Background: an optimization exercise with open tools, aiming at small area and a short achievable clock period. Do not read the settings as production practice. At most, simulation tests tie the RTL to the original design; equivalence was not proved. Function not checked in run 3: the RTL went through the layout flow alone. Power is estimated from default activity; no workload was simulated.

--- design.v ---
`timescale 1ns / 1ps
`default_nettype none
package crcfr_pkg;
	localparam logic [31:0] CRC_POLY = 32'hEDB8_8320;
	localparam logic [31:0] CRC_INIT = 32'hFFFF_FFFF;
	localparam logic [31:0] CRC_RESIDUE  = 32'hDEBB_20E3;
	localparam logic [7:0]  RES_LOW_KEY  = 8'hED;
	localparam logic [23:0] RES_HIGH_KEY = 24'h00BE26;
	localparam logic [15:0] RES_PRE_KEY  = 16'hBE26;
	localparam logic [7:0] TYPE_INPUT = 8'h01;
	localparam logic [7:0] TYPE_EMPTY = 8'h02;
	localparam logic [2:0] STATUS_OK        = 3'd0;
	localparam logic [2:0] STATUS_SHORT     = 3'd1;
	localparam logic [2:0] STATUS_BAD_MAGIC = 3'd2;
	localparam logic [2:0] STATUS_BAD_CRC   = 3'd3;
	localparam logic [2:0] STATUS_EMPTY     = 3'd4;
	localparam logic [2:0] STATUS_TOO_LONG  = 3'd5;
	function automatic logic [31:0] crc32_byte(input logic [31:0] crc, input logic [7:0] b);
		logic [31:0] c;
		c = crc ^ {24'd0, b};
		for (int i = 0; i < 8; i++) begin
			c = c[0] ? ((c >> 1) ^ CRC_POLY) : (c >> 1);
		end
		crc32_byte = c;
	endfunction
endpackage
`default_nettype wire
`timescale 1ns / 1ps
`default_nettype none
module crcfr_frame_state (
	input  wire logic        in_valid,
	input  wire logic        out_ready,
	input  wire logic        out_valid_q,
	input  wire logic        mid,          
	input  wire logic [7:0]  data_byte,
	input  wire logic        last_byte,
	input  wire logic [7:0]  crc_lo,       
	input  wire logic        pre_in,       
	input  wire logic [2:0]  pre_status,   
	input  wire logic [32:0] at,           
	output logic             in_ready,
	output logic             in_xfer,
	output logic             drop_hdr,     
	output logic [2:0]       stat,
	output logic [7:0]       fill,
	output logic [32:0]      wr
);
	logic lo_match, xlast, keep_hdr, keep_in;
	logic pre_chk, pre_ok;
	assign pre_chk  = (pre_status == crcfr_pkg::STATUS_OK)
	               || (pre_status == crcfr_pkg::STATUS_EMPTY);
	assign pre_ok   = (pre_status == crcfr_pkg::STATUS_OK);
	assign in_ready = !out_valid_q || out_ready;
	assign in_xfer  = in_valid && in_ready;
	assign xlast    = in_xfer && last_byte;
	assign lo_match = ((crc_lo ^ data_byte) == crcfr_pkg::RES_LOW_KEY);
	assign keep_hdr = mid && pre_ok && lo_match;
	assign keep_in  = mid && pre_in && lo_match;
	assign drop_hdr = last_byte && !keep_hdr;
	assign stat     = !mid ? crcfr_pkg::STATUS_SHORT
	                : (pre_chk && !lo_match) ? crcfr_pkg::STATUS_BAD_CRC : pre_status;
	assign fill     = last_byte ? 8'd0 : data_byte;
	for (genvar k = 0; k <= 32; k++) begin : g_wr
		if (k >= 17) begin : g_in
			assign wr[k] = (in_xfer && at[k]) || (xlast && !keep_in);
		end else begin : g_hdr
			assign wr[k] = (in_xfer && at[k]) || (xlast && !keep_hdr);
		end
	end
endmodule
`default_nettype wire
`timescale 1ns / 1ps
`default_nettype none
module crc_frame_receiver_core (
	input  wire logic               clk,
	input  wire logic               arst_n,
	input  wire logic               magic_wr_en,
	input  wire logic [15:0]        magic_wr_data,
	input  wire logic               in_valid,
	output logic                    in_ready,
	input  wire logic [7:0]         data_byte,
	input  wire logic               last_byte,
	output logic                    out_valid,
	input  wire logic               out_ready,
	output logic [2:0]              status,
	output logic [7:0]              msg_type,
	output logic [31:0]             seq_number,
	output logic [63:0]             timestamp_bits,
	output logic [63:0]             keys_low,
	output logic [15:0]             keys_high,
	output logic signed [15:0]      cursor_dx,
	output logic signed [15:0]      cursor_dy,
	output logic [7:0]              buttons,
	output logic signed [7:0]       scroll,
	output logic [10:0]             payload_length
);
	localparam logic [10:0] CNT_BYTE0 = 11'd2027;
	logic [15:0]  magic_q;
	logic         out_valid_q;
	logic         mid_q;
	logic [10:0]  cnt_q;
	logic         nx_long_q;
	logic         magic_ok_q;
	logic [31:0]  crc_q;
	logic         pre_in_q;
	logic [2:0]   pre_status_q;
	logic [7:0]   type_q;
	logic [31:0]  seq_q;
	logic [63:0]  time_q;
	logic [79:0]  keys_q;
	logic [15:0]  dx_q;
	logic [15:0]  dy_q;
	logic [7:0]   buttons_q;
	logic [7:0]   scroll_q;
	logic         in_xfer;
	logic         first;
	logic [32:0]  at;
	logic [10:0]  cnt_inc;
	logic         long_c;
	logic         long_n, lt21_n, lt37_n, eq21_n;
	logic         magic_ok_n;
	logic [7:0]   type_n;
	logic         is_input_n, is_empty_n;
	logic         crc_hi_ok_n;
	logic [31:0]  crc_nxt;
	logic         pre_ok_n;
	logic [2:0]   pre_status_n;
	logic [2:0]   stat_c;
	logic         drop_hdr;
	logic [7:0]   fill;
	logic [32:0]  wr;
	assign first = !mid_q;
	assign at[0] = first;
	for (genvar k = 1; k <= 32; k++) begin : g_at
		assign at[k] = mid_q && (cnt_q == 11'((k + 2027) % 2048));
	end
	assign cnt_inc  = (first ? CNT_BYTE0 : cnt_q) + 11'd1;
	assign long_c   = mid_q && nx_long_q;
	assign crc_nxt = crcfr_pkg::crc32_byte(first ? crcfr_pkg::CRC_INIT : crc_q, data_byte);
	assign long_n      = long_c || (mid_q && cnt_q == 11'd2026);
	assign lt21_n      = first || (cnt_q >= 11'd2027 && cnt_q <= 11'd2045);
	assign lt37_n      = first || cnt_q >= 11'd2027 || cnt_q <= 11'd13;
	assign eq21_n      = mid_q && cnt_q == 11'd2046;
	assign magic_ok_n  = at[0] ? (data_byte == magic_q[7:0])
	                   : at[1] ? (magic_ok_q && data_byte == magic_q[15:8]) : magic_ok_q;
	assign type_n      = at[3] ? data_byte : type_q;
	assign is_input_n  = (type_n == crcfr_pkg::TYPE_INPUT);
	assign is_empty_n  = (type_n == crcfr_pkg::TYPE_EMPTY);
	assign crc_hi_ok_n = mid_q && data_byte == crc_q[7:0]
	                  && crc_q[31:16] == crcfr_pkg::RES_PRE_KEY;
	always_comb begin
		if (long_n) begin
			pre_status_n = crcfr_pkg::STATUS_TOO_LONG;
		end else if (lt21_n || (is_input_n && lt37_n)) begin
			pre_status_n = crcfr_pkg::STATUS_SHORT;
		end else if (!magic_ok_n) begin
			pre_status_n = crcfr_pkg::STATUS_BAD_MAGIC;
		end else if (!crc_hi_ok_n) begin
			pre_status_n = crcfr_pkg::STATUS_BAD_CRC;
		end else begin
			if (is_empty_n && eq21_n) begin
				pre_status_n = crcfr_pkg::STATUS_EMPTY;
			end else begin
				pre_status_n = crcfr_pkg::STATUS_OK;
			end
		end
	end
	assign pre_ok_n = (pre_status_n == crcfr_pkg::STATUS_OK);
	crcfr_frame_state u_xfer (
		.in_valid    (in_valid),
		.out_ready   (out_ready),
		.out_valid_q (out_valid_q),
		.mid         (mid_q),
		.data_byte   (data_byte),
		.last_byte   (last_byte),
		.crc_lo      (crc_q[7:0]),
		.pre_in      (pre_in_q),
		.pre_status  (pre_status_q),
		.at          (at),
		.in_ready    (in_ready),
		.in_xfer     (in_xfer),
		.drop_hdr    (drop_hdr),
		.stat        (stat_c),
		.fill        (fill),
		.wr          (wr)
	);
	always_ff @(posedge clk or negedge arst_n) begin
		if (!arst_n) begin
			magic_q <= '0;
		end else if (magic_wr_en) begin
			magic_q <= magic_wr_data;
		end
	end
	always_ff @(posedge clk or negedge arst_n) begin
		if (!arst_n) begin
			out_valid_q <= 1'b0;
		end else if (in_xfer && last_byte) begin
			out_valid_q <= 1'b1;
		end else if (out_ready) begin
			out_valid_q <= 1'b0;
		end
	end
	always_ff @(posedge clk or negedge arst_n) begin
		if (!arst_n) begin
			mid_q <= 1'b0;
		end else if (in_xfer) begin
			mid_q <= !last_byte;
		end
	end
	always_ff @(posedge clk) begin
		if (in_xfer) begin
			cnt_q       <= drop_hdr ? 11'd0 : cnt_inc;
			nx_long_q    <= long_n;
			crc_q        <= crc_nxt;
			magic_ok_q   <= magic_ok_n;
			pre_in_q     <= pre_ok_n && is_input_n;
			pre_status_q <= last_byte ? stat_c : pre_status_n;
		end
	end
	always_ff @(posedge clk) begin
		if (wr[3]) type_q <= fill;
		for (int i = 0; i < 4; i++) begin
			if (wr[5 + i]) seq_q[8*i +: 8] <= fill;
		end
		for (int i = 0; i < 8; i++) begin
			if (wr[9 + i]) time_q[8*i +: 8] <= fill;
		end
		for (int i = 0; i < 10; i++) begin
			if (wr[17 + i]) keys_q[8*i +: 8] <= fill;
		end
		for (int i = 0; i < 2; i++) begin
			if (wr[27 + i]) dx_q[8*i +: 8] <= fill;
			if (wr[29 + i]) dy_q[8*i +: 8] <= fill;
		end
		if (wr[31]) buttons_q <= fill;
		if (wr[32]) scroll_q  <= fill;
	end
	assign out_valid      = out_valid_q;
	assign status         = pre_status_q;
	assign msg_type       = type_q;
	assign seq_number     = seq_q;
	assign timestamp_bits = time_q;
	assign payload_length = cnt_q;
	assign keys_low       = keys_q[63:0];
	assign keys_high      = keys_q[79:64];
	assign cursor_dx      = dx_q;
	assign cursor_dy      = dy_q;
	assign buttons        = buttons_q;
	assign scroll         = scroll_q;
endmodule
`default_nettype wire
--- flow/run.sh ---
#!/bin/bash
# Layout: the standard ORFS flow (standard.sh, which also runs the
# standard synthesis), with changes made through ORFS's own variables:
# - DONT_USE_CELLS is the platform's own list plus the cells in
#   flow/dont_use.txt (delay cells, and the non-inverting AND/OR-type gates,
#   so that synthesis and the resizer build the logic from inverting gates);
# - buffer_ports inserts sky130_fd_sc_hd__buf_1 as every port's buffer (the
#   resizer may still upsize them);
# - clock tree synthesis inserts no dummy loads, with clkbuf_8 buffers and
#   sink clusters of at most 16 flip-flops within 60 um.
# Each tool's full output is in standard_flow.log here and in ORFS's logs
# under orfs/logs.
set -euo pipefail
dont_use=$(grep -v '^#' flow/dont_use.txt | tr '\n' ' ')
export BUFFER_PORTS_ARGS="-buffer_cell sky130_fd_sc_hd__buf_1"
export CTS_ARGS="-sink_clustering_enable -repair_clock_nets -buf_list sky130_fd_sc_hd__clkbuf_8 -dont_use_dummy_load -sink_clustering_size 16 -sink_clustering_max_diameter 60"
bash standard.sh "DONT_USE_CELLS=$dont_use" finish > standard_flow.log 2>&1
--- flow/dont_use.txt ---
# sky130hd's own don't-use list (platforms/sky130hd/config.mk)
sky130_fd_sc_hd__probe_p_8
sky130_fd_sc_hd__probec_p_8
sky130_fd_sc_hd__lpflow_bleeder_1
sky130_fd_sc_hd__lpflow_clkbufkapwr_1
sky130_fd_sc_hd__lpflow_clkbufkapwr_16
sky130_fd_sc_hd__lpflow_clkbufkapwr_2
sky130_fd_sc_hd__lpflow_clkbufkapwr_4
sky130_fd_sc_hd__lpflow_clkbufkapwr_8
sky130_fd_sc_hd__lpflow_clkinvkapwr_1
sky130_fd_sc_hd__lpflow_clkinvkapwr_16
sky130_fd_sc_hd__lpflow_clkinvkapwr_2
sky130_fd_sc_hd__lpflow_clkinvkapwr_4
sky130_fd_sc_hd__lpflow_clkinvkapwr_8
sky130_fd_sc_hd__lpflow_decapkapwr_12
sky130_fd_sc_hd__lpflow_decapkapwr_3
sky130_fd_sc_hd__lpflow_decapkapwr_4
sky130_fd_sc_hd__lpflow_decapkapwr_6
sky130_fd_sc_hd__lpflow_decapkapwr_8
sky130_fd_sc_hd__lpflow_inputiso0n_1
sky130_fd_sc_hd__lpflow_inputiso0p_1
sky130_fd_sc_hd__lpflow_inputiso1n_1
sky130_fd_sc_hd__lpflow_inputiso1p_1
sky130_fd_sc_hd__lpflow_inputisolatch_1
sky130_fd_sc_hd__lpflow_isobufsrc_1
sky130_fd_sc_hd__lpflow_isobufsrc_16
sky130_fd_sc_hd__lpflow_isobufsrc_2
sky130_fd_sc_hd__lpflow_isobufsrc_4
sky130_fd_sc_hd__lpflow_isobufsrc_8
sky130_fd_sc_hd__lpflow_isobufsrckapwr_16
sky130_fd_sc_hd__lpflow_lsbuf_lh_hl_isowell_tap_1
sky130_fd_sc_hd__lpflow_lsbuf_lh_hl_isowell_tap_2
sky130_fd_sc_hd__lpflow_lsbuf_lh_hl_isowell_tap_4
sky130_fd_sc_hd__lpflow_lsbuf_lh_isowell_4
sky130_fd_sc_hd__lpflow_lsbuf_lh_isowell_tap_1
sky130_fd_sc_hd__lpflow_lsbuf_lh_isowell_tap_2
sky130_fd_sc_hd__lpflow_lsbuf_lh_isowell_tap_4
# delay cells
sky130_fd_sc_hd__clkdlybuf4s15_1
sky130_fd_sc_hd__clkdlybuf4s15_2
sky130_fd_sc_hd__clkdlybuf4s18_1
sky130_fd_sc_hd__clkdlybuf4s18_2
sky130_fd_sc_hd__clkdlybuf4s25_1
sky130_fd_sc_hd__clkdlybuf4s25_2
sky130_fd_sc_hd__clkdlybuf4s50_1
sky130_fd_sc_hd__clkdlybuf4s50_2
sky130_fd_sc_hd__dlygate4sd1_1
sky130_fd_sc_hd__dlygate4sd2_1
sky130_fd_sc_hd__dlygate4sd3_1
sky130_fd_sc_hd__dlymetal6s2s_1
sky130_fd_sc_hd__dlymetal6s4s_1
sky130_fd_sc_hd__dlymetal6s6s_1
# non-inverting AND/OR-type gates: two stages each, slow on the late paths
sky130_fd_sc_hd__a2111o_1
sky130_fd_sc_hd__a2111o_2
sky130_fd_sc_hd__a2111o_4
sky130_fd_sc_hd__a211o_1
sky130_fd_sc_hd__a211o_2
sky130_fd_sc_hd__a211o_4
sky130_fd_sc_hd__a21bo_1
sky130_fd_sc_hd__a21bo_2
sky130_fd_sc_hd__a21bo_4
sky130_fd_sc_hd__a21o_1
sky130_fd_sc_hd__a21o_2
sky130_fd_sc_hd__a21o_4
sky130_fd_sc_hd__a221o_1
sky130_fd_sc_hd__a221o_2
sky130_fd_sc_hd__a221o_4
sky130_fd_sc_hd__a22o_1
sky130_fd_sc_hd__a22o_2
sky130_fd_sc_hd__a22o_4
sky130_fd_sc_hd__a2bb2o_1
sky130_fd_sc_hd__a2bb2o_2
sky130_fd_sc_hd__a2bb2o_4
sky130_fd_sc_hd__a311o_1
sky130_fd_sc_hd__a311o_2
sky130_fd_sc_hd__a311o_4
sky130_fd_sc_hd__a31o_1
sky130_fd_sc_hd__a31o_2
sky130_fd_sc_hd__a31o_4
sky130_fd_sc_hd__a32o_1
sky130_fd_sc_hd__a32o_2
sky130_fd_sc_hd__a32o_4
sky130_fd_sc_hd__a41o_1
sky130_fd_sc_hd__a41o_2
sky130_fd_sc_hd__a41o_4
sky130_fd_sc_hd__and2_0
sky130_fd_sc_hd__and2_1
sky130_fd_sc_hd__and2_2
sky130_fd_sc_hd__and2_4
sky130_fd_sc_hd__and2b_1
sky130_fd_sc_hd__and2b_2
sky130_fd_sc_hd__and2b_4
sky130_fd_sc_hd__and3_1
sky130_fd_sc_hd__and3_2
sky130_fd_sc_hd__and3_4
sky130_fd_sc_hd__and3b_1
sky130_fd_sc_hd__and3b_2
sky130_fd_sc_hd__and3b_4
sky130_fd_sc_hd__and4_1
sky130_fd_sc_hd__and4_2
sky130_fd_sc_hd__and4_4
sky130_fd_sc_hd__and4b_1
sky130_fd_sc_hd__and4b_2
sky130_fd_sc_hd__and4b_4
sky130_fd_sc_hd__and4bb_1
sky130_fd_sc_hd__and4bb_2
sky130_fd_sc_hd__and4bb_4
sky130_fd_sc_hd__o2111a_1
sky130_fd_sc_hd__o2111a_2
sky130_fd_sc_hd__o2111a_4
sky130_fd_sc_hd__o211a_1
sky130_fd_sc_hd__o211a_2
sky130_fd_sc_hd__o211a_4
sky130_fd_sc_hd__o21a_1
sky130_fd_sc_hd__o21a_2
sky130_fd_sc_hd__o21a_4
sky130_fd_sc_hd__o21ba_1
sky130_fd_sc_hd__o21ba_2
sky130_fd_sc_hd__o21ba_4
sky130_fd_sc_hd__o221a_1
sky130_fd_sc_hd__o221a_2
sky130_fd_sc_hd__o221a_4
sky130_fd_sc_hd__o22a_1
sky130_fd_sc_hd__o22a_2
sky130_fd_sc_hd__o22a_4
sky130_fd_sc_hd__o2bb2a_1
sky130_fd_sc_hd__o2bb2a_2
sky130_fd_sc_hd__o2bb2a_4
sky130_fd_sc_hd__o311a_1
sky130_fd_sc_hd__o311a_2
sky130_fd_sc_hd__o311a_4
sky130_fd_sc_hd__o31a_1
sky130_fd_sc_hd__o31a_2
sky130_fd_sc_hd__o31a_4
sky130_fd_sc_hd__o32a_1
sky130_fd_sc_hd__o32a_2
sky130_fd_sc_hd__o32a_4
sky130_fd_sc_hd__o41a_1
sky130_fd_sc_hd__o41a_2
sky130_fd_sc_hd__o41a_4
sky130_fd_sc_hd__or2_0
sky130_fd_sc_hd__or2_1
sky130_fd_sc_hd__or2_2
sky130_fd_sc_hd__or2_4
sky130_fd_sc_hd__or2b_1
sky130_fd_sc_hd__or2b_2
sky130_fd_sc_hd__or2b_4
sky130_fd_sc_hd__or3_1
sky130_fd_sc_hd__or3_2
sky130_fd_sc_hd__or3_4
sky130_fd_sc_hd__or3b_1
sky130_fd_sc_hd__or3b_2
sky130_fd_sc_hd__or3b_4
sky130_fd_sc_hd__or4_1
sky130_fd_sc_hd__or4_2
sky130_fd_sc_hd__or4_4
sky130_fd_sc_hd__or4b_1
sky130_fd_sc_hd__or4b_2
sky130_fd_sc_hd__or4b_4
sky130_fd_sc_hd__or4bb_1
sky130_fd_sc_hd__or4bb_2
sky130_fd_sc_hd__or4bb_4
--- standard.sh ---
#!/bin/bash
# synth_recipe.tcl (not shown) runs the flow's synth.tcl, then flattens the netlist and writes it again
# the make line also repeats each setting of config.mk as NAME=value (left out here)
make -C /OpenROAD-flow-scripts/flow DESIGN_CONFIG=/design/flow/config.mk WORK_HOME=/design/flow/orfs CLKGATE_MAP_FILE= SYNTH_SCRIPT=/design/flow/synth_recipe.tcl "${@:-finish}"
--- config.mk ---
export PLATFORM = sky130hd
export DESIGN_NAME = crc_frame_receiver_core
export DESIGN_NICKNAME = crc_frame_receiver_core
export VERILOG_FILES = /design/flow/design.v
export SDC_FILE = /design/flow/constraint.sdc
export NUM_CORES = 4
export LEC_CHECK = 0
export CAP_MARGIN = 20
export CORE_MARGIN = 2
export CORE_UTILIZATION = 40
export SETUP_SLACK_MARGIN = 2.75
export SLEW_MARGIN = 20
export TNS_END_PERCENT = 30
--- constraint.sdc ---
create_clock -name core_clock -period 5.0 [get_ports {clk}]
set_input_delay 1.0000 -clock core_clock [delete_from_list [all_inputs] [get_ports {clk}]]
set_output_delay 1.0000 -clock core_clock [all_outputs]
set_load 0.01 [all_outputs]
==> results.txt, run 1 <==
Final ANT Viol Nets 0; slowest stage delay, CP around 0.15 ns; H-tree levels 1; cts hold-fix bufs 0; diode count 0; final setup violating endpoints 0; fmax between 400 and 500 MHz; 1st-pass router iterations 5; minimum clock period roughly 2.3 ns; critical path data required time roughly 4.0 ns; # rows 62; Max-cap violations 0; CTS max path bufs 3; Vias 7050; yosys warns 1; Worst Hold Class primary input to asynchronous set/reset pin; crit path cell chain buf_1 -> nand2b_4 -> clkbuf_2; syn_area_per_cell roughly 17 um^2; EDFF count, synth roughly 280; Lkg Pwr 4.83 nW; vias in the first global route slightly below 7k; Yosys reg bits 299; register area share after synthesis 0.764; Die Ht approximately 170 um; Finished Core Util 0.505; fin nets ~1.1k; gr ovfl total 0; CTS tree built; Synth Instances around 700; clk root buf clkbuf_8; worst-margin pin slew between 0.8 and 0.9 ns; status no timing/DRC/antenna violations; Area growth, synth to finish 24.5%; Register-to-Register Path Depth 7; WHS 0.341 ns; Worst-path clk slew ~0.050 ns; critical path startpoint category primary input; DR vias/cell 4.94; Worst-Skew Late Latency approximately 0.6 ns; Final HPWL DP 21500 um; DIE AREA just over 30000 um^2; Area after DPL roughly 13000 um^2; Buf+Inv Stages, Crit Path 2; Synth cell types 43; FF-to-FF Start cnt_q[2]; Final Power 6.36 mW; Relative slew margins 0.429; CP endpoint kind primary output; CP Max Fanout 3; DIE WIDTH roughly 170 um; Power Density 439 nW/um^2; FFs w/ async S/R, synth 0.0602; gp weighted congestion 0.786; CP top delay family buffers and inverters; CTS Buf Count 26; Total Wirelength 31200 um; Total GRT Usage 0.198; clock sink count about 300; Fin. Hold Viols 0; fraction of layout cells with a size suffix above 1 0.183; Post-Syn Nets around 720; final setup TNS 0 ns; number of top-level pins 278; worst vdd ir 0.219 mV; core area roughly 29000 um^2; clk_skew roughly 0.074 ns; Fill cells around 2.5k; mapped cell area between 10000 and 15000 um^2; prevailing post-synth register cell edfxtp_1; reg2reg end pre_status_q[1]; initial core utilization 0.405; fin crit share 0.469; # DRC 0; IO Port Bufs 277; Slowest cell on crit path nand2b_4; RSZ-0062 raised after global routing yes; CP arrival approximately 1.3 ns; FF-to-FF setup slack ~2.8 ns; Setup CP Type primary input to primary output; Initial DRC Count between 600 and 700; first-pass GRT wire length 44600 um; initial antenna violation count 0; multi-input logic area about 3100 um^2; Seq. cell area 8890 um^2; WL per Instance between 20 and 25 um; critical path startpoint out_ready; final instance area 14500 um^2; final slew viol count 0; largest net degree at the start of global routing 54
power by group:
| part | leakage [nW] | total [mW] | switching [mW] | internal, mW |
|---|---|---|---|---|
| sequential | 2.91 | 3.35 | 0.200 | 3.15 |
| clock | 0.187 | 1.19 | 0.727 | 0.462 |
| combinational | 1.74 | 1.81 | 0.963 | 0.850 |
| total | 4.83 | 6.36 | 1.89 | 4.47 |
per-layer routing:
| metal | track usage | share of wire | vias up |
|---|---|---|---|
| li1 | - | - | 3184 |
| met1 | 0.256 | 0.41 | 3466 |
| met2 | 0.333 | 0.49 | 341 |
| met3 | 0.0435 | 0.073 | 59 |
| met4 | 0.0649 | 0.033 | 0 |
| met5 | 0 | 0 | - |
stage by stage:
stage,setup WS [ns],std cells
floorplan,2.38,688
CTS,2.56,1389
finish,2.66,1428
global route,2.60,1428
detailed placement,1.30,1336
global placement,1.26,1336
area by class of cell:
class                           count  share of cell area
Sequential cell                   299               0.614
Multi-Input combinational cell    346               0.214
Timing Repair Buffer              359               0.110
Tap cell                          384              0.0332
Clock buffer                       26              0.0247
Inverter                           14             0.00475
placed cells by master (no fill, tap or decap), types with 2 or more instances in the layout:
cell         n
buf_1      294
edfxtp_1   281
xnor2_1     69
xor2_1      43
nand2_1     39
o21ai_4     28
buf_2       28
clkbuf_8    26
nor2_1      20
dfrtp_1     17
mux2_2      16
xnor2_2     15
buf_6       15
inv_1       13
nand4_1     12
nor2b_1     11
a21oi_1     10
nand2b_1     9
nand3_1      9
nor3_1       7
clkbuf_4     7
clkbuf_2     7
nor2b_4      5
buf_4        5
xnor2_4      4
nand2_2      4
nor2_2       3
o21ai_0      3
nor2b_2      2
nor4_4       2
nor4_1       2
nor4_2       2
nand4b_1     2
o2bb2ai_1    2
nand3_2      2
nand3_4      2
buf_8        2
cell families after synthesis:
| kind of cell | share of synthesized area |
|---|---|
| flops | 0.764 |
| simple gates | 0.0645 |
| xor+xnor | 0.110 |
| compound gates | 0.0270 |
| buf+inv | 0.0174 |
| mux | 0.0163 |
| fa+ha+maj | 0.00108 |
cells in the mapped netlist, drive strengths merged, types with 2 or more instances:
master | instances | area (um^2)
a21boi | 2 | 15.0
a21oi | 10 | 50.1
buf | 21 | 120
clkbuf | 8 | 30.0
dfrtp | 18 | 450
edfxtp | 281 | 8440
inv | 13 | 48.8
mux2 | 16 | 180
nand2 | 44 | 165
nand2b | 11 | 68.8
nand3 | 13 | 65.1
nand4 | 13 | 87.6
nand4b | 2 | 17.5
nor2 | 24 | 90.1
nor2b | 18 | 113
nor3 | 8 | 40.0
nor3b | 2 | 20.0
nor4 | 6 | 52.6
nor4b | 2 | 23.8
o21ai | 33 | 169
o2bb2ai | 2 | 17.5
xnor2 | 88 | 891
xor2 | 44 | 385
worst reg2reg max path, cell delays in order, from the launching register on:
cell,delay [ns]
edfxtp_1,0.48
buf_6,0.16
nand3_1,0.14
nor4_4,0.41
mux2i_2,0.30
o21ai_2,0.10
o2111ai_2,0.25
o21ai_1,0.10
flip-flops by register name, summed over array words and instances (netlist names):
name,cells
buttons_q,8
cnt_q,11
crc_q,32
dx_q,16
dy_q,16
keys_q,80
magic_ok_q,1
magic_q,16
mid_q,1
nx_long_q,1
out_valid_q,1
pre_in_q,1
pre_status_q,3
scroll_q,8
seq_q,32
time_q,64
type_q,8
how the worst max path moves through the flow:
stage	to	depth (start not counted)
2_1_floorplan	keys_q[24]	7
3_3_place_gp	keys_q[5]	7
3_5_place_dp	keys_q[3]	7
4_1_cts	payload_length[3]	1
5_1_grt	seq_q[25]	9
6_report	in_ready	3
repair_timing:
action / CTS / global route
cloned: 0 / 0
pin swaps: 9 / 9
gates resized for setup: 55 / 40
buffers inserted: 27 / 38
endpoints found under the setup margin: 432 / 317
==> run 2: changes to the inputs <==
--- a/design.v
+++ b/design.v
@@ -106,2 +106,3 @@
 	logic [2:0]   pre_status_q;
+	logic [2:0]   status_q;
 	logic [7:0]   type_q;
@@ -216,3 +217,4 @@
 			pre_in_q     <= pre_ok_n && is_input_n;
-			pre_status_q <= last_byte ? stat_c : pre_status_n;
+			pre_status_q <= pre_status_n;
+			if (last_byte) status_q <= stat_c;
 		end
@@ -238,3 +240,3 @@
 	assign out_valid      = out_valid_q;
-	assign status         = pre_status_q;
+	assign status         = status_q;
 	assign msg_type       = type_q;
--- a/flow/run.sh
+++ b/flow/run.sh
@@ -8,4 +8,4 @@
 #   resizer may still upsize them);
-# - clock tree synthesis inserts no dummy loads, with clkbuf_8 buffers and
-#   sink clusters of at most 16 flip-flops within 60 um.
+# - clock tree synthesis inserts no dummy loads, with clkbuf_4 buffers and
+#   sink clusters of at most 10 flip-flops within 50 um.
 # Each tool's full output is in standard_flow.log here and in ORFS's logs
@@ -15,3 +15,3 @@
 export BUFFER_PORTS_ARGS="-buffer_cell sky130_fd_sc_hd__buf_1"
-export CTS_ARGS="-sink_clustering_enable -repair_clock_nets -buf_list sky130_fd_sc_hd__clkbuf_8 -dont_use_dummy_load -sink_clustering_size 16 -sink_clustering_max_diameter 60"
+export CTS_ARGS="-sink_clustering_enable -repair_clock_nets -buf_list sky130_fd_sc_hd__clkbuf_4 -dont_use_dummy_load -sink_clustering_size 10 -sink_clustering_max_diameter 50"
 bash standard.sh "DONT_USE_CELLS=$dont_use" finish > standard_flow.log 2>&1
==> run 2 against run 1 <==
First-iteration DRC count fell by 17%. Sequential cell count rose by 3. Synthesized cell count rose by 2.6%. Setup slack got worse by 0.014 ns. Critical path depth did not move. Non-clock buffer count rose by 2. Cell area rose by 0.73%. Clock-buffer cell count rose by 14. Global-route usage rose by 0.42 points. Routed wire length rose by 2.0%. Utilization rose by 0.093 points. Largest cell class unchanged.
==> results.txt, run 2 <==
Final HPWL DP about 21000 um; Commonest cells post-synth edfxtp_1 (284), xnor2_1 (92), nor2_1 (45); CTS tree built; CP Max Fanout 3; Synth area leaders edfxtp_1 (72%), xnor2_1 (6.8%), dfrtp_1 (3.8%); EDFF count, synth 284; Final ANT Viol Nets 0; Synth cell types 48; clk root buf clkbuf_4; IO Port Bufs between 200 and 300; H-tree levels 2; Die Ht about 180 um; RSZ-0062 raised after global routing yes; Fin. Hold Viols 0; Post-Syn Nets approximately 740; fin crit share 0.472; Largest regs keys_q (80), time_q (64); initial core utilization 0.408; critical path data required time ~4.0 ns; count leader, synth edfxtp_1; Slowest cell on crit path nand2b_4; CP top delay family buffers and inverters; Max-cap violations 0; CTS Buf Count 40; 1st-pass router iterations 5; final slew viol count 0; Relative slew margins 0.288; clk_skew 0.0933 ns; mapped cell area around 12000 um^2; Power Density 435 nW/um^2; CTS max path bufs 3; Initial DRC Count between 500 and 600; WL per Instance ~22 um; final setup violating endpoints 0; DR vias/cell around 5; commonest cells after routing, fill and taps aside buf_1 (295), edfxtp_1 (284), xnor2_1 (91); crit path cell chain buf_1 -> nand2b_4 -> clkbuf_2; Total GRT Usage 0.202; most common cell after layout, fill and taps aside buf_1; Top reg by flops keys_q; first-pass GRT wire length roughly 46000 um; yosys warns 1; initial antenna violation count 1; fin nets around 1.1k; number of top-level pins between 200 and 300; gp weighted congestion roughly 0.79; syn_area_per_cell approximately 17 um^2; Worst-Skew Late Latency 0.66 ns; slowest stage delay, CP 0.16 ns; final setup TNS 0 ns; FFs w/ async S/R, synth 0.0596; CP endpoint kind primary output; register area share after synthesis 0.762; worst vdd ir approximately 0.21 mV; Synth top area share 0.724; WP depth 3; Area growth, synth to finish 23.9%; Register-to-Register Path Depth 6; vias in the first global route roughly 7k; fmax between 400 and 500 MHz; # DRC 0; cts hold-fix bufs 0; Vias roughly 7.2k; # rows 62; minimum clock period 2.36 ns; cell taking the most area after synthesis edfxtp_1; Worst-path clk slew 0.10 ns; clock sink count 302; status no timing/DRC/antenna violations; Yosys reg bits between 300 and 400; critical path startpoint category primary input; gr ovfl total 0; DIE WIDTH between 150 and 200 um; Lkg Pwr 4.81 nW; Setup CP Type primary input to primary output; core area between 20000 and 30000 um^2; largest net degree at the start of global routing 36; Finished Core Util 0.506; CP arrival approximately 1.4 ns; worst-margin pin slew 1.06 ns; Buf+Inv Stages, Crit Path 2; Worst Hold Class primary input to asynchronous set/reset pin; Synth Instances 706; DIE AREA 30800 um^2; fraction of layout cells with a size suffix above 1 0.192; prevailing post-synth register cell edfxtp_1; max reg flops 80; Total Wirelength between 30000 and 40000 um
[run 2: cell types whose count changed after synthesis, sizes merged, moves of 3 or more]
cell    previous run  this run
nor2              24        46
xnor2             88       100
xor2              44        35
nor2b             18        10
a21oi             10        14
nand4             13         9
nor3               8         4
edfxtp           281       284
nand2             44        41
[run 2: path summary, 6_finish.rpt]
path                            start           to  slack [ns]
min in group core_clock    magic_q[8]   magic_q[8]        0.53
min reg2reg                magic_q[8]   magic_q[8]        0.53
max reg2reg                     mid_q    crc_q[23]        2.75
min                            arst_n   magic_q[9]        0.29
max in group asynchronous      arst_n  out_valid_q        4.31
max                         out_ready     in_ready        2.64
[run 2: per-layer routing]
layer	GRT usage	wire (um)
met1	0.274	13600
met2	0.335	15400
met3	0.0379	2190
met4	0.0575	739
met5	0	0
[run 2: power by group]
part           internal [mW]  switching, mW  total (mW)
sequential              3.18          0.195        3.38
clock                  0.369          0.743        1.11
combinational          0.874          0.979        1.85
[run 2: final cells by class]
type / instances / area (um^2)
Inverter: 14 / 56.3
Sequential cell: 302 / 8980
Tap cell: 384 / 480
Antenna cell: 1 / 2.50
Fill cell: 2535 / 14300
Clock buffer: 40 / 300
Timing Repair inverter: 1 / 5.00
Timing Repair Buffer: 361 / 1610
Multi-Input combinational cell: 360 / 3160
[run 2: logic make-up (layout without fill, tap and decap cells)]
kind of cell / after synthesis / in the layout / share of synthesized area
flip-flops: 302 / 302 / 0.762
AND/OR/NAND/NOR: 151 / 151 / 0.0649
XOR/XNOR: 135 / 135 / 0.112
AO/OA/AOI/OAI: 56 / 56 / 0.0258
buffers and inverters: 44 / 416 / 0.0177
multiplexers: 17 / 17 / 0.0166
adder cells (fa/ha/maj): 1 / 1 / 0.00106
other: 0 / 1 / 0
[run 2: repair_timing]
item	in CTS	in global routing
gates cloned	0	1
pin swaps	4	13
gates resized for setup	50	52
endpoints found under the setup margin	391	356
buffers inserted	20	47
[run 2: stage by stage]
step	worst slack (ns)	cell area, um^2	total power, mW	instances	hold WS, ns
after floorplan	2.33	12000	4.76	706	0.501
after detailed placement	1.39	13400	5.14	1354	0.518
after global routing	2.62	14600	6.68	1463	0.301
final	2.64	14600	6.34	1463	0.292
after CTS	2.53	14100	6.30	1414	0.498
after global placement	1.38	13400	5.13	1354	0.512
==> run 3: changes to the inputs <==
--- a/design.v
+++ b/design.v
@@ -36,3 +36,3 @@
 	input  wire logic        last_byte,
-	input  wire logic [7:0]  crc_lo,       
+	input  wire logic [7:0]  crc_x,        
 	input  wire logic        pre_in,       
@@ -55,3 +55,3 @@
 	assign xlast    = in_xfer && last_byte;
-	assign lo_match = ((crc_lo ^ data_byte) == crcfr_pkg::RES_LOW_KEY);
+	assign lo_match = (crc_x == crcfr_pkg::RES_LOW_KEY);
 	assign keep_hdr = mid && pre_ok && lo_match;
@@ -125,2 +125,4 @@
 	logic         crc_hi_ok_n;
+	logic [7:0]   crc_x;
+	logic [7:0]   crc_e;
 	logic [31:0]  crc_nxt;
@@ -133,5 +135,21 @@
 	assign first = !mid_q;
+	logic       at_a0, at_a1, at_b;
+	logic [3:0] at_p1, at_p2;
+	assign at_a0 = mid_q && (&cnt_q[10:5]) && !cnt_q[4];
+	assign at_a1 = mid_q && (&cnt_q[10:4]);
+	assign at_b  = mid_q && !(|cnt_q[10:4]);
+	for (genvar i = 0; i < 4; i++) begin : g_at_p
+		assign at_p1[i] = (cnt_q[1:0] == 2'(i));
+		assign at_p2[i] = (cnt_q[3:2] == 2'(i));
+	end
 	assign at[0] = first;
 	for (genvar k = 1; k <= 32; k++) begin : g_at
-		assign at[k] = mid_q && (cnt_q == 11'((k + 2027) % 2048));
+		localparam int C = (k + 2027) % 2048;
+		if (k <= 4) begin : g_a0
+			assign at[k] = at_a0 && at_p2[(C >> 2) % 4] && at_p1[C % 4];
+		end else if (k <= 20) begin : g_a1
+			assign at[k] = at_a1 && at_p2[(C >> 2) % 4] && at_p1[C % 4];
+		end else begin : g_b
+			assign at[k] = at_b && at_p2[(C >> 2) % 4] && at_p1[C % 4];
+		end
 	end
@@ -139,3 +157,6 @@
 	assign long_c   = mid_q && nx_long_q;
-	assign crc_nxt = crcfr_pkg::crc32_byte(first ? crcfr_pkg::CRC_INIT : crc_q, data_byte);
+	assign crc_x   = crc_q[7:0] ^ data_byte;
+	assign crc_e   = first ? ~data_byte : crc_x;
+	assign crc_nxt = {8'h00, first ? 24'hFF_FFFF : crc_q[31:8]}
+	               ^ crcfr_pkg::crc32_byte(32'd0, crc_e);
 	assign long_n      = long_c || (mid_q && cnt_q == 11'd2026);
@@ -149,3 +170,3 @@
 	assign is_empty_n  = (type_n == crcfr_pkg::TYPE_EMPTY);
-	assign crc_hi_ok_n = mid_q && data_byte == crc_q[7:0]
+	assign crc_hi_ok_n = mid_q && crc_x == 8'h00
 	                  && crc_q[31:16] == crcfr_pkg::RES_PRE_KEY;
@@ -176,3 +197,3 @@
 		.last_byte   (last_byte),
-		.crc_lo      (crc_q[7:0]),
+		.crc_x       (crc_x),
 		.pre_in      (pre_in_q),
--- a/flow/run.sh
+++ b/flow/run.sh
@@ -8,4 +8,4 @@
 #   resizer may still upsize them);
-# - clock tree synthesis inserts no dummy loads, with clkbuf_4 buffers and
-#   sink clusters of at most 10 flip-flops within 50 um.
+# - clock tree synthesis inserts no dummy loads, with clkbuf_8 buffers and
+#   sink clusters of at most 16 flip-flops within 60 um.
 # Each tool's full output is in standard_flow.log here and in ORFS's logs
@@ -15,3 +15,3 @@
 export BUFFER_PORTS_ARGS="-buffer_cell sky130_fd_sc_hd__buf_1"
-export CTS_ARGS="-sink_clustering_enable -repair_clock_nets -buf_list sky130_fd_sc_hd__clkbuf_4 -dont_use_dummy_load -sink_clustering_size 10 -sink_clustering_max_diameter 50"
+export CTS_ARGS="-sink_clustering_enable -repair_clock_nets -buf_list sky130_fd_sc_hd__clkbuf_8 -dont_use_dummy_load -sink_clustering_size 16 -sink_clustering_max_diameter 60"
 bash standard.sh "DONT_USE_CELLS=$dont_use" finish > standard_flow.log 2>&1
==> run 3 against run 2 <==
Routed wire length increased by 2.2%. Largest power group unchanged. Highest routed layer unchanged. First-iteration DRC count is 41% higher. Still clean on timing, DRC and antenna. Final cell count down 0.75%. Largest cell class unchanged. Critical path type unchanged.
==> results.txt, run 3 <==
count leader, synth edfxtp_1; IO Port Bufs 277; Comb power frac 0.299; vias in the first global route roughly 7.0k; DR vias/cell roughly 5; CTS Buf Count 26; Initial DRC Count roughly 720; Commonest cells post-synth edfxtp_1 (284), xnor2_1 (90), nand2_1 (36); # DRC 0; reg2reg end crc_q[26]; Yosys reg bits 302; EDFF count, synth roughly 280; core area 28800 um^2; Relative slew margins 0.345; P_sw slightly below 2 mW; Register-to-Register Path Depth 6; Total GRT Usage 0.203; Post-Syn Nets about 730; Synth cell types 45; Synth Instances between 600 and 700; final setup violating endpoints 0; fraction of layout cells with a size suffix above 1 0.190; worst vdd ir ~0.29 mV; largest net degree at the start of global routing 39; Seq. cell area between 8000 and 9000 um^2; critical path data required time around 4.0 ns; initial antenna violation count 0; Worst-Skew Late Latency ~0.6 ns; RSZ-0062 raised after global routing yes; gp weighted congestion between 0.8 and 0.9; minimum clock period around 2.3 ns; Die Ht about 180 um; clock sink count about 300; mapped cell area between 10000 and 15000 um^2; CTS max path bufs 3; CP Max Fanout 3; GR Util met2 0.354; yosys warns 1; WHS 0.388 ns; CP endpoint kind primary output; Setup CP Type primary input to primary output; # rows 62; most common cell after layout, fill and taps aside buf_1; syn_area_per_cell 16.9 um^2; clk_skew just over 0.08 ns; clk root buf clkbuf_8; Area growth, synth to finish 26.2%; Max-cap violations 0; CTS tree built; FFs w/ async S/R, synth 0.0596; number of top-level pins ~280; multi-input logic area between 3000 and 4000 um^2; FF-to-FF Start crc_q[0]; diode count 0; H-tree levels 1; Worst-path clk slew approximately 0.10 ns; Final Power 6.54 mW; cell taking the most area after synthesis edfxtp_1; register area share after synthesis 0.764; fmax approximately 430 MHz; Flop pwr share 0.517; GR Util met3 0.0413; final setup TNS 0 ns; gr ovfl total 0; Clk pwr share 0.185; Fin. Hold Viols 0; final slew viol count 0; fin crit share 0.468; Fill cells ~2.4k; gr busiest metal met2; Largest regs keys_q (80), time_q (64); Synth top area share 0.726; WL per Instance 22.4 um; fin nets 1101; max reg flops 80; GR Layer Usage met1 0.261; critical path startpoint category primary input; Final HPWL DP about 22000 um; Total Wirelength 32600 um; first-pass GRT wire length roughly 46000 um; FF-to-FF setup slack about 2.7 ns; 1st-pass router iterations 5; Worst Hold Class primary input to asynchronous set/reset pin; commonest cells after routing, fill and taps aside buf_1 (308), edfxtp_1 (284), xnor2_1 (79); Final ANT Viol Nets 0; prevailing post-synth register cell edfxtp_1; Top reg by flops keys_q; DIE AREA around 31000 um^2; Net Sw Frac 0.294; CP arrival 1.34 ns; Lkg Pwr approximately 5.0 nW; DIE WIDTH around 180 um; Vias between 7k and 8k; Internal 4.62 mW; Power Density roughly 440 nW/um^2; initial core utilization 0.408; worst-margin pin slew 0.980 ns; cts hold-fix bufs 0; Synth area leaders edfxtp_1 (73%), xnor2_1 (6.7%), dfrtp_1 (3.8%); status no timing/DRC/antenna violations
## run 3: through the flow
| stage | instance area [um^2] | setup slack [ns] | instances | utilization |
|---|---|---|---|---|
| 2_1_floorplan | 12000 | 2.15 | 694 | - |
| 3_5_place_dp | 13500 | 1.08 | 1337 | 0.468 |
| 3_3_place_gp | 13500 | 1.24 | 1337 | 0.468 |
| 6_report | 14800 | 2.66 | 1452 | 0.515 |
| 4_1_cts | 14200 | 2.42 | 1394 | 0.493 |
| 5_1_grt | 14800 | 2.63 | 1452 | 0.515 |
## run 3: how the worst max path moves through the flow
stage,end,depth (start not counted),start
final,in_ready,3,out_ready
after floorplan,crc_q[26],6,data_byte[3]
after global placement,dy_q[10],6,data_byte[7]
after global routing,in_ready,3,out_ready
after detailed placement,dy_q[1],6,data_byte[7]
after CTS,crc_q[23],6,data_byte[1]
## run 3: worst max-delay path, stage by stage
cell and delay [ns]:
buf_1 0.07, nand2b_4 0.14, clkbuf_2 0.13
## run 3: logic make-up after synthesis
logic type               synth area share
AO/OA/AOI/OAI                      0.0275
XOR/XNOR                            0.107
adder cells (fa/ha/maj)           0.00106
buffers and inverters              0.0186
flip-flops                          0.764
multiplexers                       0.0198
AND/OR/NAND/NOR                    0.0617
## run 3: final cells by class
class / instances / area share
Sequential cell: 302 / 0.606
Multi-Input combinational cell: 345 / 0.219
Timing Repair Buffer: 379 / 0.114
Tap cell: 384 / 0.0324
Clock buffer: 26 / 0.0241
Inverter: 16 / 0.00473
## run 3: layer usage
| layer | routed length (um) | share of wire |
|---|---|---|
| met3 | 2330 | 0.072 |
| met1 | 13000 | 0.40 |
| met4 | 765 | 0.024 |
| met2 | 16500 | 0.51 |
| met5 | 0 | 0 |
## run 3: power groups by stage
stage	Combinational [mW]	Sequential [mW]	Clock, mW
after floorplan	1.37	3.39	0
after global placement	1.65	3.49	0
after detailed placement	1.66	3.49	0
after CTS	1.76	3.41	1.25
after global routing	2.12	3.41	1.32
final	1.95	3.38	1.21
## run 3: repair_timing
action / in CTS / in global routing
gates resized for setup: 33 / 72
endpoints found under the hold margin: 0 / 0
setup buffers: 30 / 58
setup endpoints to repair: 358 / 353
cloned: 1 / 0
pin swaps: 10 / 15
==> run 4: changes to the inputs <==
--- a/design.v
+++ b/design.v
@@ -36,3 +36,3 @@
 	input  wire logic        last_byte,
-	input  wire logic [7:0]  crc_x,        
+	input  wire logic [7:0]  crc_lo,       
 	input  wire logic        pre_in,       
@@ -55,3 +55,3 @@
 	assign xlast    = in_xfer && last_byte;
-	assign lo_match = (crc_x == crcfr_pkg::RES_LOW_KEY);
+	assign lo_match = ((crc_lo ^ data_byte) == crcfr_pkg::RES_LOW_KEY);
 	assign keep_hdr = mid && pre_ok && lo_match;
@@ -106,3 +106,2 @@
 	logic [2:0]   pre_status_q;
-	logic [2:0]   status_q;
 	logic [7:0]   type_q;
@@ -125,4 +124,2 @@
 	logic         crc_hi_ok_n;
-	logic [7:0]   crc_x;
-	logic [7:0]   crc_e;
 	logic [31:0]  crc_nxt;
@@ -135,21 +132,5 @@
 	assign first = !mid_q;
-	logic       at_a0, at_a1, at_b;
-	logic [3:0] at_p1, at_p2;
-	assign at_a0 = mid_q && (&cnt_q[10:5]) && !cnt_q[4];
-	assign at_a1 = mid_q && (&cnt_q[10:4]);
-	assign at_b  = mid_q && !(|cnt_q[10:4]);
-	for (genvar i = 0; i < 4; i++) begin : g_at_p
-		assign at_p1[i] = (cnt_q[1:0] == 2'(i));
-		assign at_p2[i] = (cnt_q[3:2] == 2'(i));
-	end
 	assign at[0] = first;
 	for (genvar k = 1; k <= 32; k++) begin : g_at
-		localparam int C = (k + 2027) % 2048;
-		if (k <= 4) begin : g_a0
-			assign at[k] = at_a0 && at_p2[(C >> 2) % 4] && at_p1[C % 4];
-		end else if (k <= 20) begin : g_a1
-			assign at[k] = at_a1 && at_p2[(C >> 2) % 4] && at_p1[C % 4];
-		end else begin : g_b
-			assign at[k] = at_b && at_p2[(C >> 2) % 4] && at_p1[C % 4];
-		end
+		assign at[k] = mid_q && (cnt_q == 11'((k + 2027) % 2048));
 	end
@@ -157,6 +138,3 @@
 	assign long_c   = mid_q && nx_long_q;
-	assign crc_x   = crc_q[7:0] ^ data_byte;
-	assign crc_e   = first ? ~data_byte : crc_x;
-	assign crc_nxt = {8'h00, first ? 24'hFF_FFFF : crc_q[31:8]}
-	               ^ crcfr_pkg::crc32_byte(32'd0, crc_e);
+	assign crc_nxt = crcfr_pkg::crc32_byte(first ? crcfr_pkg::CRC_INIT : crc_q, data_byte);
 	assign long_n      = long_c || (mid_q && cnt_q == 11'd2026);
@@ -170,3 +148,3 @@
 	assign is_empty_n  = (type_n == crcfr_pkg::TYPE_EMPTY);
-	assign crc_hi_ok_n = mid_q && crc_x == 8'h00
+	assign crc_hi_ok_n = mid_q && data_byte == crc_q[7:0]
 	                  && crc_q[31:16] == crcfr_pkg::RES_PRE_KEY;
@@ -197,3 +175,3 @@
 		.last_byte   (last_byte),
-		.crc_x       (crc_x),
+		.crc_lo      (crc_q[7:0]),
 		.pre_in      (pre_in_q),
@@ -238,4 +216,3 @@
 			pre_in_q     <= pre_ok_n && is_input_n;
-			pre_status_q <= pre_status_n;
-			if (last_byte) status_q <= stat_c;
+			pre_status_q <= last_byte ? stat_c : pre_status_n;
 		end
@@ -261,3 +238,3 @@
 	assign out_valid      = out_valid_q;
-	assign status         = status_q;
+	assign status         = pre_status_q;
 	assign msg_type       = type_q;
--- a/flow/run.sh
+++ b/flow/run.sh
@@ -8,2 +8,4 @@
 #   resizer may still upsize them);
+# - before global routing, flow/pre_grt.tcl upsizes the buffers on the
+#   combinational path from out_ready to in_ready;
 # - clock tree synthesis inserts no dummy loads, with clkbuf_8 buffers and
@@ -16,2 +18,3 @@
 export CTS_ARGS="-sink_clustering_enable -repair_clock_nets -buf_list sky130_fd_sc_hd__clkbuf_8 -dont_use_dummy_load -sink_clustering_size 16 -sink_clustering_max_diameter 60"
+export PRE_GLOBAL_ROUTE_TCL="$PWD/flow/pre_grt.tcl"
 bash standard.sh "DONT_USE_CELLS=$dont_use" finish > standard_flow.log 2>&1
==> flow/pre_grt.tcl (new file) <==
# Upsize the cells on the combinational path from out_ready to in_ready
# (the port's input buffer, the gate, and in_ready's output buffer).
proc my_upsize {inst cell} {
  set master [get_lib_cells */$cell]
  if { $master != "" && [get_property [get_cells $inst] ref_name] != $cell } {
    puts "upsize [get_full_name [get_cells $inst]] to $cell"
    replace_cell [get_cells $inst] $master
  }
}
set ibuf ""
foreach p [get_pins -of_objects [get_nets out_ready]] {
  if { [get_property $p direction] == "input" } { set ibuf [get_cells -of_objects $p] }
}
set obuf ""
foreach p [get_pins -of_objects [get_nets in_ready]] {
  if { [get_property $p direction] == "output" } { set obuf [get_cells -of_objects $p] }
}
set gate ""
foreach p [get_pins -of_objects [get_nets -of_objects [get_pins -of_objects $obuf -filter "direction==input"]]] {
  if { [get_property $p direction] == "output" } { set gate [get_cells -of_objects $p] }
}
puts "out_ready buffer [get_full_name $ibuf] [get_property $ibuf ref_name]"
puts "in_ready gate [get_full_name $gate] [get_property $gate ref_name]"
puts "in_ready buffer [get_full_name $obuf] [get_property $obuf ref_name]"
my_upsize $ibuf sky130_fd_sc_hd__buf_4
my_upsize $obuf sky130_fd_sc_hd__buf_4
==> run 4 against run 3 <==
Still clean on timing, DRC and antenna. Via count is 2.9% lower. Clock power hardly changed. Area after synthesis fell by 0.97%. Die area down 0.94%. Global-route usage down 0.54 points. Utilization is 0.87 points lower. Cell area is 2.0% lower. Worst hold slack got worse by 0.049 ns. Synthesized cell count fell by 0.86%. Sequential power hardly changed. Sequential share of layout area rose by 0.59 points. Critical path depth is the same. Critical endpoint unchanged.
==> results.txt, run 4 <==
post-synthesis compound-gate area fraction 0.0270; critical path startpoint category primary input; clock sink count around 300; Simple-Gate Fraction of Synth Area 0.0645; Worst-path clk slew 0.05 ns; fmax ~420 MHz; initial antenna violation count 0; CP endpoint kind primary output; diode count 0; multiplexer area fraction after synthesis 0.0163; FF-to-FF Start crc_q[6]; Synth Instances between 600 and 700; gr ovfl total 0; Total GRT Usage 0.198; CP arrival around 1.4 ns; clk root buf clkbuf_8; Area growth, synth to finish 24.9%; Synth top area share 0.725; Commonest cells post-synth edfxtp_1 (281), xnor2_1 (75), nand2_1 (44), xor2_1 (44), o21ai_0 (27); Fin. Hold Viols 0; clk_skew between 0.07 and 0.08 ns; cts hold-fix bufs 0; DIE AREA ~30000 um^2; Fill cells 2490; Die Ht between 150 and 200 um; xor/xnor share of the synthesized area 0.110; Slowest cell on crit path nand2b_4; reg2reg end time_q[40]; crit path cell chain buf_4 -> nand2b_4 -> buf_6; Worst-Skew Late Latency between 0.5 and 0.6 ns; Flop pwr share 0.527; mapped cell area approximately 12000 um^2; minimum clock period 2.38 ns; slowest stage delay, CP 0.15 ns; fraction of layout cells with a size suffix above 1 0.185; Yosys reg bits around 300; Vias 7041; FFs w/ async S/R, synth 0.0602; Final ANT Viol Nets 0; FF-to-FF setup slack 2.80 ns; Max-cap violations 0; WL per Instance around 22 um; Total Wirelength ~31000 um; H-tree levels 1; Post-Syn Nets between 700 and 800; worst vdd ir 0.218 mV; worst-margin pin slew ~0.86 ns; max reg flops 80; CTS Buf Count 26; Relative slew margins 0.430; Final HPWL DP ~22000 um; Top reg by flops keys_q; count leader, synth edfxtp_1; fin nets 1080; CTS tree built; Adder-Cell Fraction of Synth Area 0.00108; Power Density between 400 and 500 nW/um^2; IO Port Bufs 277; # DRC 0; Initial DRC Count 651; Synth cell types 43; Internal approximately 4.5 mW; Register-to-Register Path Depth 7; Comb power frac 0.286; fin crit share 0.476; Synth area leaders edfxtp_1 (73%), xnor2_1 (5.6%), dfrtp_1 (3.9%); initial core utilization 0.405; critical path data required time 4.00 ns; Setup CP Type primary input to primary output; gp weighted congestion around 0.8; DIE WIDTH around 170 um; core area roughly 29000 um^2; vias in the first global route a little under 7k; cell taking the most area after synthesis edfxtp_1; Largest regs keys_q (80), time_q (64); EDFF count, synth 281; first-pass GRT wire length about 45000 um; DR vias/cell between 4 and 5; final instance area around 15000 um^2; most common cell after layout, fill and taps aside buf_1; number of top-level pins between 200 and 300; Clk pwr share 0.187; RSZ-0062 raised after global routing yes; final slew viol count 0; CP Max Fanout 3; yosys warns 1; final setup TNS 0 ns; Lkg Pwr approximately 4.8 nW; Worst Hold Class primary input to asynchronous set/reset pin; CTS max path bufs 3; Net Sw Frac 0.298; prevailing post-synth register cell edfxtp_1; syn_area_per_cell 16.9 um^2; largest net degree at the start of global routing 54; commonest cells after routing, fill and taps aside buf_1 (296), edfxtp_1 (281), xnor2_1 (69); P_sw ~1.9 mW; register area share after synthesis 0.764; main combinational cell family by area after synthesis XOR/XNOR gates; # rows between 60 and 70; Area after DPL between 10000 and 15000 um^2; final setup violating endpoints 0; 1st-pass router iterations 5; status no timing/DRC/antenna violations
-- run 4: cell count changes after synthesis, sizes merged, moves of 4 or more --
cell	delta
nand2	+8
nor2	-10
xor2	+15
nor2b	+6
xnor3	-7
xnor2	-4
-- run 4: what timing repair did --
action / 4_1_cts / 5_1_grt
setup buffers: 27 / 41
resized for setup: 55 / 39
endpoints found under the hold margin: 0 / 0
pin swaps: 9 / 10
setup endpoints to repair: 432 / 317
-- run 4: final cells by class --
cell class | instances | area [um^2] | share of cell area
Sequential cell | 299 | 8890 | 0.612
Tap cell | 384 | 480 | 0.0331
Clock buffer | 26 | 358 | 0.0246
Multi-Input combinational cell | 346 | 3120 | 0.215
Timing Repair Buffer | 362 | 1620 | 0.111
Inverter | 14 | 65.1 | 0.00448
-- run 4: worst max-delay path: cells and delay by family --
family	cells	cell delay [ns]
buffers and inverters	2	0.23
AND/OR/NAND/NOR	1	0.15
-- run 4: metal layers --
layer | wire length, um | share of wire | vias up | track usage
li1 | - | - | 3193 | -
met1 | 12600 | 0.40 | 3462 | 0.256
met5 | 0 | 0 | - | 0
met4 | 986 | 0.032 | 0 | 0.0649
met3 | 2380 | 0.076 | 53 | 0.0435
met2 | 15300 | 0.49 | 333 | 0.333
-- run 4: kinds of logic after synthesis --
| group | after synthesis |
|---|---|
| DFF | 299 |
| xor gates and xnor gates | 132 |
| AOI/OAI and AO/OA | 52 |
| adders and majority gates | 1 |
| buffers and inverters | 43 |
| and+or+nand+nor | 144 |
| muxes | 17 |
-- run 4: stage by stage --
| step | worst slack, ns | power [mW] | utilization | instances | hold WS, ns |
|---|---|---|---|---|---|
| after floorplan | 2.38 | 4.71 | - | 688 | 0.501 |
| final | 2.62 | 6.36 | 0.506 | 1431 | 0.340 |
| after detailed placement | 1.30 | 5.09 | 0.466 | 1336 | 0.519 |
| after global routing | 2.61 | 6.66 | 0.506 | 1431 | 0.327 |
| after CTS | 2.56 | 6.32 | 0.492 | 1389 | 0.517 |
| after global placement | 1.26 | 5.07 | 0.466 | 1336 | 0.513 |
-- run 4: worst max-delay path by stage --
stage / from / end / slack (ns)
after floorplan: out_ready / keys_q[24] / 2.38
after global placement: data_byte[6] / keys_q[5] / 1.26
after detailed placement: data_byte[6] / keys_q[3] / 1.30
after CTS: cnt_q[3] / payload_length[3] / 2.56
after global routing: out_ready / seq_q[25] / 2.61
final: out_ready / in_ready / 2.62
-- run 4: power groups by stage --
| stage | Sequential, mW | Combinational, mW | Clock, mW |
|---|---|---|---|
| 2_1_floorplan | 3.35 | 1.35 | 0 |
| 3_3_place_gp | 3.46 | 1.61 | 0 |
| 3_5_place_dp | 3.46 | 1.63 | 0 |
| 4_1_cts | 3.37 | 1.73 | 1.23 |
| 5_1_grt | 3.38 | 1.98 | 1.30 |
| 6_report | 3.35 | 1.82 | 1.19 |

port drivers added, routing unchanged:
The flow's constraints put no driver on any port. The routed layouts listed below were extracted and timed again, unchanged, in two steps.
Step 1: set_driving_cell puts a clkbuf_16 on clk and a buf_2 on each other input, an assumption about the parent block.
Step 2, shift: input delay + t, output delay - t, t = (earliest + latest rising clock arrival at the registers) / 2. This alone moves slack from input paths to output paths.
a / b / c = no drivers / after step 1 / after step 2; a / b = the first two.
run	shift t [ns]	setup slack, ns	worst setup path after step 2	latest minus earliest clock arrival (ns)	cell pins on the clock port's net
run 1	0.594	2.656 / 2.635 / 2.114	input to register	0.074 / 0.074	1
run 2	0.656	2.642 / 2.619 / 2.148	input to register	0.093 / 0.093	1
run 3	0.605	2.660 / 2.639 / 2.098	input to register	0.083 / 0.083	1
run 4	0.596	2.622 / 2.598 / 2.091	input to register	0.076 / 0.077	1
After both steps setup and hold are still met in every run listed. For run 3, which loses most, drivers alone change the setup slack by -0.021 ns; drivers and shift together by -0.562 ns.
